From an optimization exercise on the open Yosys and OpenROAD flow, aimed at small area, a short achievable clock period and few clock cycles per item; shortcuts taken in it are not production practice.
Function was checked by simulation only, so behaviour that the tests miss may differ from the original.
Power is estimated from default activity; no workload was simulated.

==> design.v <==
package ors_pkg;
    localparam int unsigned DATA_W      = 64;
    localparam int unsigned CNT_W       = 5;
    localparam logic [CNT_W-1:0] BATCH_CAP     = 5'd16;
    localparam logic [CNT_W-1:0] MAX_BATCH_RST = 5'd4;
    localparam logic OP_PUSH  = 1'b0;
    localparam logic OP_DRAIN = 1'b1;
    typedef enum logic [1:0] {
        ST_IDLE,
        ST_POP,
        ST_LOAD
    } t_state;
    typedef struct packed {
        logic push;
        logic start;
        logic pop;
        logic load_rec;
        logic load_hdr;
    } t_cmd;
    typedef struct packed {
        logic more;
        logic out_free;
    } t_sts;
endpackage
module ors_ram #(
    parameter int WIDTH = 64,
    parameter int DEPTH = 16
) (
    input  logic                     i_clk,
    input  logic                     i_we,
    input  logic [$clog2(DEPTH)-1:0] i_waddr,
    input  logic [WIDTH-1:0]         i_wdata,
    input  logic [$clog2(DEPTH)-1:0] i_raddr,
    output logic [WIDTH-1:0]         o_rdata
);
    logic [WIDTH-1:0] r_mem [DEPTH];
    always_ff @(posedge i_clk) begin
        if (i_we) begin
            r_mem[i_waddr] <= i_wdata;
        end
        o_rdata <= r_mem[i_raddr];
    end
endmodule
module ors_ctrl (
    input  logic          i_clk,
    input  logic          i_rst_n,
    input  logic          i_in_valid,
    input  logic          i_opcode,
    input  ors_pkg::t_sts i_sts,
    output logic          o_in_ready,
    output ors_pkg::t_cmd o_cmd
);
    ors_pkg::t_state r_state, n_state;
    always_ff @(posedge i_clk) begin
        if (!i_rst_n) begin
            r_state <= ors_pkg::ST_IDLE;
        end else begin
            r_state <= n_state;
        end
    end
    always_comb begin
        n_state    = r_state;
        o_cmd      = '0;
        o_in_ready = 1'b0;
        case (r_state)
            ors_pkg::ST_IDLE: begin
                o_in_ready = 1'b1;
                if (i_in_valid) begin
                    if (i_opcode == ors_pkg::OP_PUSH) begin
                        o_cmd.push = 1'b1;
                    end else begin
                        o_cmd.start = 1'b1;
                        n_state     = ors_pkg::ST_POP;
                    end
                end
            end
            ors_pkg::ST_POP: begin
                if (i_sts.out_free) begin
                    if (i_sts.more) begin
                        o_cmd.pop = 1'b1;
                        n_state   = ors_pkg::ST_LOAD;
                    end else begin
                        o_cmd.load_hdr = 1'b1;
                        n_state        = ors_pkg::ST_IDLE;
                    end
                end
            end
            ors_pkg::ST_LOAD: begin
                o_cmd.load_rec = 1'b1;
                n_state        = ors_pkg::ST_POP;
            end
            default: begin
                n_state = ors_pkg::ST_IDLE;
            end
        endcase
    end
endmodule
module ors_dp #(
    parameter int DEPTH        = 16,
    parameter int RECORD_BYTES = 8
) (
    input  logic                        i_clk,
    input  logic                        i_rst_n,
    input  ors_pkg::t_cmd               i_cmd,
    output ors_pkg::t_sts               o_sts,
    input  logic [ors_pkg::DATA_W-1:0]  i_entry_data,
    input  logic                        i_reserve_slot,
    input  logic                        i_cfg_valid,
    input  logic [ors_pkg::CNT_W-1:0]   i_cfg_data,
    input  logic                        i_out_ready,
    output logic                        o_out_valid,
    output logic                        o_is_header,
    output logic [ors_pkg::DATA_W-1:0]  o_record_data,
    output logic [ors_pkg::CNT_W-1:0]   o_header_count,
    output logic [ors_pkg::CNT_W-1:0]   o_popped,
    output logic                        o_last
);
    localparam int PW = $clog2(DEPTH);
    localparam int FW = $clog2(DEPTH + 1);
    localparam int RW = 8 * RECORD_BYTES;
    logic [PW-1:0]                r_head;
    logic [FW-1:0]                r_fill;
    logic [ors_pkg::CNT_W-1:0]    r_max_batch;
    logic [ors_pkg::CNT_W-1:0]    r_limit;
    logic [ors_pkg::CNT_W-1:0]    r_popped;
    logic                         r_reserve;
    logic [PW-1:0]                n_head_inc;
    logic [PW-1:0]                n_head_dec;
    logic [ors_pkg::CNT_W-1:0]    n_cap;
    logic [ors_pkg::CNT_W-1:0]    n_limit;
    logic [RW-1:0]                w_rdata;
    assign n_head_inc = (r_head == PW'(DEPTH - 1)) ? '0 : r_head + 1'b1;
    assign n_head_dec = (r_head == '0) ? PW'(DEPTH - 1) : r_head - 1'b1;
    assign n_cap      = (r_max_batch > ors_pkg::BATCH_CAP) ? ors_pkg::BATCH_CAP : r_max_batch;
    assign n_limit    = (n_cap > ors_pkg::CNT_W'(i_reserve_slot))
                        ? n_cap - ors_pkg::CNT_W'(i_reserve_slot) : '0;
    assign o_sts.more     = (r_popped < r_limit) && (r_fill != '0);
    assign o_sts.out_free = !o_out_valid || i_out_ready;
    ors_ram #(
        .WIDTH (RW),
        .DEPTH (DEPTH)
    ) u_ram (
        .i_clk   (i_clk),
        .i_we    (i_cmd.push),
        .i_waddr (r_head),
        .i_wdata (i_entry_data[RW-1:0]),
        .i_raddr (n_head_dec),
        .o_rdata (w_rdata)
    );
    always_ff @(posedge i_clk) begin
        if (!i_rst_n) begin
            r_head      <= '0;
            r_fill      <= '0;
            r_max_batch <= ors_pkg::MAX_BATCH_RST;
            o_out_valid <= 1'b0;
        end else begin
            if (i_cfg_valid) begin
                r_max_batch <= i_cfg_data;
            end
            if (i_cmd.push) begin
                r_head <= n_head_inc;
                if (r_fill != FW'(DEPTH)) begin
                    r_fill <= r_fill + 1'b1;
                end
            end else if (i_cmd.pop) begin
                r_head <= n_head_dec;
                r_fill <= r_fill - 1'b1;
            end
            if (i_cmd.load_rec || i_cmd.load_hdr) begin
                o_out_valid <= 1'b1;
            end else if (i_out_ready) begin
                o_out_valid <= 1'b0;
            end
        end
    end
    always_ff @(posedge i_clk) begin
        if (i_cmd.start) begin
            r_reserve <= i_reserve_slot;
            r_limit   <= n_limit;
            r_popped  <= '0;
        end else if (i_cmd.pop) begin
            r_popped <= r_popped + 1'b1;
        end
        if (i_cmd.load_rec) begin
            o_is_header    <= 1'b0;
            o_record_data  <= ors_pkg::DATA_W'(w_rdata);
            o_header_count <= '0;
            o_popped       <= '0;
            o_last         <= 1'b0;
        end else if (i_cmd.load_hdr) begin
            o_is_header    <= 1'b1;
            o_record_data  <= '0;
            o_header_count <= r_popped + ors_pkg::CNT_W'(r_reserve);
            o_popped       <= r_popped;
            o_last         <= 1'b1;
        end
    end
endmodule
module overwriting_record_stack_drain_unit #(
    parameter int DEPTH        = 16,
    parameter int RECORD_BYTES = 8
) (
    input  logic        i_clk,
    input  logic        i_rst_n,
    input  logic        in_valid,
    output logic        in_ready,
    input  logic        in_opcode,
    input  logic [63:0] in_entry_data,
    input  logic        in_reserve_slot,
    output logic        out_valid,
    input  logic        out_ready,
    output logic        out_is_header,
    output logic [63:0] out_record_data,
    output logic [4:0]  out_header_count,
    output logic [4:0]  out_popped,
    output logic        out_last,
    input  logic        cfg_valid,
    output logic        cfg_ready,
    input  logic [4:0]  cfg_data
);
    ors_pkg::t_cmd w_cmd;
    ors_pkg::t_sts w_sts;
    assign cfg_ready = 1'b1;
    ors_ctrl u_ctrl (
        .i_clk      (i_clk),
        .i_rst_n    (i_rst_n),
        .i_in_valid (in_valid),
        .i_opcode   (in_opcode),
        .i_sts      (w_sts),
        .o_in_ready (in_ready),
        .o_cmd      (w_cmd)
    );
    ors_dp #(
        .DEPTH        (DEPTH),
        .RECORD_BYTES (RECORD_BYTES)
    ) u_dp (
        .i_clk          (i_clk),
        .i_rst_n        (i_rst_n),
        .i_cmd          (w_cmd),
        .o_sts          (w_sts),
        .i_entry_data   (in_entry_data),
        .i_reserve_slot (in_reserve_slot),
        .i_cfg_valid    (cfg_valid),
        .i_cfg_data     (cfg_data),
        .i_out_ready    (out_ready),
        .o_out_valid    (out_valid),
        .o_is_header    (out_is_header),
        .o_record_data  (out_record_data),
        .o_header_count (out_header_count),
        .o_popped       (out_popped),
        .o_last         (out_last)
    );
endmodule
==> run.sh <==
#!/bin/bash
# synth_recipe.tcl (not shown) runs the flow's synth.tcl, then flattens the netlist and writes it again
# the make line also repeats each setting of config.mk as NAME=value (left out here)
make -C /OpenROAD-flow-scripts/flow DESIGN_CONFIG=/design/flow/config.mk WORK_HOME=/design/flow/orfs CLKGATE_MAP_FILE= SYNTH_SCRIPT=/design/flow/synth_recipe.tcl finish
==> config.mk <==
export PLATFORM = sky130hd
export DESIGN_NAME = overwriting_record_stack_drain_unit
export DESIGN_NICKNAME = overwriting_record_stack_drain_unit
export VERILOG_FILES = /design/flow/design.v
export SDC_FILE = /design/flow/constraint.sdc
export NUM_CORES = 4
export LEC_CHECK = 0
export CAP_MARGIN = 20
export CORE_MARGIN = 2
export CORE_UTILIZATION = 40
export SLEW_MARGIN = 20
==> constraint.sdc <==
create_clock -name core_clock -period 4.0 [get_ports {i_clk}]
set_input_delay 0.8000 -clock core_clock [delete_from_list [all_inputs] [get_ports {i_clk}]]
set_output_delay 0.8000 -clock core_clock [all_outputs]
set_load 0.01 [all_outputs]
==> results.txt <==
==> layout make-up <==
class / count / area, µm² / share of cell area
Tap cell: 1500 / 1877 / 0.03539
Clock inverter: 69 / 925.9 / 0.01746
Timing Repair Buffer: 222 / 2487 / 0.04690
Clock buffer: 151 / 3218 / 0.06067
Inverter: 14 / 52.55 / 0.0009908
Sequential cell: 1191 / 34790 / 0.6560
Multi-Input combinational cell: 715 / 9684 / 0.1826
==> state kept, by name (all words and copies together), names as in the netlist <==
register / flops
u_dp.u_ram.r_mem: 1024
u_dp.r_reserve: 1
u_dp.o_popped: 5
u_dp.o_header_count: 5
u_dp.o_record_data: 64
u_dp.r_head: 4
u_dp.r_max_batch: 5
u_dp.r_fill: 5
u_dp.r_popped: 5
u_ctrl.r_state: 2
u_dp.o_out_valid: 1
u_dp.u_ram.o_rdata: 64
u_dp.r_limit: 5
u_dp.o_is_header: 1
==> worst min path at each step <==
stage	from	end	slack, ps	cells after the start
6_report	u_dp.o_popped[3]$_SDFFE_PP0P_	u_dp.o_popped[3]$_SDFFE_PP0P_	490	2
5_1_grt	u_dp.u_ram.o_rdata[62]$_DFF_P_	u_dp.o_record_data[62]$_SDFFCE_PN0P_	520	1
4_1_cts	u_dp.o_popped[3]$_SDFFE_PP0P_	u_dp.o_popped[3]$_SDFFE_PP0P_	490	2
3_5_place_dp	u_dp.o_popped[3]$_SDFFE_PP0P_	u_dp.o_popped[3]$_SDFFE_PP0P_	480	2
3_3_place_gp	u_dp.r_fill[2]$_SDFFE_PN0P_	u_dp.r_fill[2]$_SDFFE_PN0P_	470	2
2_1_floorplan	u_dp.r_fill[3]$_SDFFE_PN0P_	u_dp.r_fill[3]$_SDFFE_PN0P_	450	2
==> worst max-delay path: stages (launching register included) <==
cell,delay (ps)
dfxtp_1,520
inv_1,250
ha_4,250
a21oi_4,120
buf_4,200
buf_12,440
mux4_1,640
mux2i_1,250
mux2i_1,140
==> power by group <==
part	switching [W]	internal, W	leakage, nW
logic	0.00177	0.00158	4.32
registers	0.000222	0.0141	10.6
clock network	0.00457	0.00703	2.03
==> synthesized netlist by cell type, types with 5 or more instances <==
cell,instances,share of area
buf_8,9,0.0030
and2_1,65,0.0090
mux4_1,27,0.016
mux2i_1,202,0.045
buf_12,12,0.0053
ha_1,17,0.0047
clkbuf_1,44,0.0037
a21oi_1,22,0.0024
buf_6,7,0.0017
dfxtp_1,97,0.043
buf_4,7,0.0012
nand3_1,18,0.0020
o21ai_0,10,0.0011
mux4_2,229,0.11
inv_1,13,0.0011
nor3_1,5,0.00055
nand2_1,28,0.0023
buf_2,19,0.0021
nor2b_1,7,0.00097
a211oi_1,5,0.00083
nor2_1,29,0.0024
xnor2_1,5,0.00097
edfxtp_1,1094,0.73
==> stage by stage <==
| step | power, W | instance area, µm² | instances | utilization |
|---|---|---|---|---|
| finish | 0.02930 | 53040 | 3862 | 0.4727 |
| global route | 0.03038 | 53040 | 3862 | 0.4727 |
| CTS | 0.02966 | 53040 | 3862 | 0.4727 |
| detailed placement | 0.01803 | 48890 | 3642 | 0.4358 |
| global placement | 0.01797 | 48890 | 3642 | 0.4358 |
| floorplan | 0.01677 | 45160 | 2019 | - |
==> cell families after synthesis <==
group           after synthesis  share of synthesized area
compound gates               57                   0.008347
other cells                   1                 0.00008311
flops                      1191                     0.7711
fa+ha+maj                    18                   0.005158
mux                         459                     0.1751
xor+xnor                      7                   0.001359
buf+inv                     113                    0.01825
simple gates                173                    0.02060
==> per-layer routing <==
layer | vias to the layer above | track usage
met1 | 10780 | 0.2139
met3 | 127 | 0.02826
met5 | - | 0
li1 | 8833 | -
met4 | 8 | 0.04554
met2 | 462 | 0.2761
==> reports/metrics.sh <==
WORST_MARGIN_PIN_SLEW_PS=869.2
YOSYSWARNINGS=3
DIEHEIGHT_UM=339.9
VIAS_IN_THE_FIRST_GLOBAL_ROUTE=21770
SYN_INST=2019
INITIALDRTVIOLATIONCOUNT=1371
RRSETUPSLACK_PS=940
CRITICAL_PATH.ENDPOINT_TYPE='flop'
DIODES=0
FINAL_LAYOUT_SIZE_SUFFIX_GT1_FRAC=0.2193
LAYOUT.CELLS.MOST_COMMON='edfxtp_1'
SYNTHESIS.NETS=2113
MAX_CAP_VIOLATIONS=0
ENDPOINT_ARRIVAL_TIME_ON_THE_CRITICAL_PATH_PS=3620
VIAS=20210
POST_CTS.RESIZED_INSTANCES=0
HOLD_VIOLATIONS=0
FMAXACHIEVABLE_MHz=326.6
GRT_MAX_DEGREE=77
GP_CONGESTION=0.7546
WL_UM=92650
SYNTH-SEQ-CELLS=1191
REPORT.FINAL.SLEW_VIOL_COUNT=0
SYN-MEAN-INSTANCE-AREA_UM2=22.35
CLOCK_SINK_COUNT=1191
LAYOUT_SETUP_WS_PS=937.7
CTS-ROOT-TO-SINK-BUFFERS=3
FINALSETUPVIOLCOUNT=0
OUTCOME='timing/DRC/antenna clean'
CLKLATENCYLATEPIN_PS=690
PORTBUFFERS=153
TOP_LAYER='met5'
CRITPATHCAPTURE='u_dp.u_ram.o_rdata[17]$_DFF_P_'
CLOCK_TREE.HTREE_LEVEL_COUNT=3
FINISH.NET_COUNT=2353
TIMING.CRITICAL_PATH.FANOUT_MAX=73
ANTENNA_VIOLATIONS_BEFORE_REPAIR=7
PLACEABLECOREAREA_MM2=0.1122
OVERFLOW=0
WIRE_LENGTH_OF_THE_FIRST_GLOBAL_ROUTING_PASS_UM=140000
CTS.REPORTEDPATHS.CLKPINSLEW_PS=60
MOSTFREQUENTLAYOUTCELLS='edfxtp_1 (1094), mux4_2 (229), mux2i_1 (202), clkdlybuf4s50_1 (153), clkbuf_16 (119)'
DRT_FIRST_PASS_ITERS=5
UNIQUE_MASTERS_POST_SYNTH=56
CRITPATHLAUNCHTYPE='flop'
SYNTH-EDFF-COUNT=1094
MET3_WIRE_LEN_UM=4267
DIE_WIDTH_UM=339.9
ROUTE.DETAILED.DRC=0
CRIT_REQUIRED_PS=4560
POST-PLACE-WS_PS=451.7
P_PER_AREA_mW_PER_MM2=552.4
SYNTH_SEQUENTIAL_AREA_RATIO=0.7711
FLOORPLAN.INITIALDENSITY=0.4022
POST_CTS.REPAIR.SETUP_BUFFERS=0
ASYNCSETRESETFLOPFRACSYNTH=0
FILLERS=9044
VIAS_PER_CELL=5.233
REG2REGPATHDEPTH=8
YS_DOMINANT_REG_CELL='edfxtp_1'
CTS_TREE='built'
POST-DP-HPWL_UM=52150
HP-CLASS='reg -> reg'
P_LEAK_nW=16.97
TRITONCTS.NUM_BUFFERS=115
HOLDWS_PS=491.8
ROUTED_WIRE_LENGTH_PER_INSTANCE_UM=23.99
IOPINCOUNT=155
FINAL_MIN_PERIOD_OVER_CLOCK_PERIOD=0.7656
ANT_NETS=0
WL_MET2_UM=47130
SKEW_PS=28.95
ROW_COUNT=123
HOLD_BUFFERS_POST_CTS=0
MAPPEDNETLISTAREA_MM2=0.04512
RR_STARTPOINT='u_dp.r_head[0]$_SDFFE_PN0P_'
GR-USAGE-ALL-LAYERS=0.1618
RSZ0062_AT_GRT='no'
FINALWORSTPATHREQUIREDPERIOD_PS=3062
MAX-VDD-IR-DROP_mV=0.3871
TOTALNEGATIVESETUPSLACK_PS=0
TIMING.SLEW.HEADROOM=0.4205
WORST-SETUP-PATH-TYPE='reg -> reg'
DIE_AREA_MM2=0.1155
R2R_END='u_dp.u_ram.o_rdata[17]$_DFF_P_'
M1WIRELENGTH_UM=39390
CRITICAL_PATH.STARTPOINT='u_dp.r_head[0]$_SDFFE_PN0P_'
AREA_DELTA_SYNTH_FINAL_PCT=17.55
CLOCK_TREE.ROOT_CELL='clkbuf_16'
Testbench counts, summed over its fixed seeds: cycles 9,856, items 3,840.

re-timing with driven ports:
How much do the figures lean on ideal ports? The routed layout below was timed once more, with nothing changed but the port constraints. Step 1: set_driving_cell puts a clkbuf_16 on i_clk and a buf_2 on each other input, an assumption about the parent block. Step 2, shift: input delay + t, output delay - t, t = (earliest + latest rising clock arrival at the registers) / 2. This alone moves slack from input paths to output paths. Three values: ideal, step 1, step 2; two values: the first two.
shift t [ns]: 0.747
setup slack, ns: 0.938 / 0.938 / 0.349
hold WS [ns]: 0.492 / 0.492 / 0.492
worst data-port slew with drivers (ns): 0.14
After both steps setup and hold are still met in this run. The setup slack of this run moves by 0.000 ns with the drivers and by -0.589 ns with both steps.
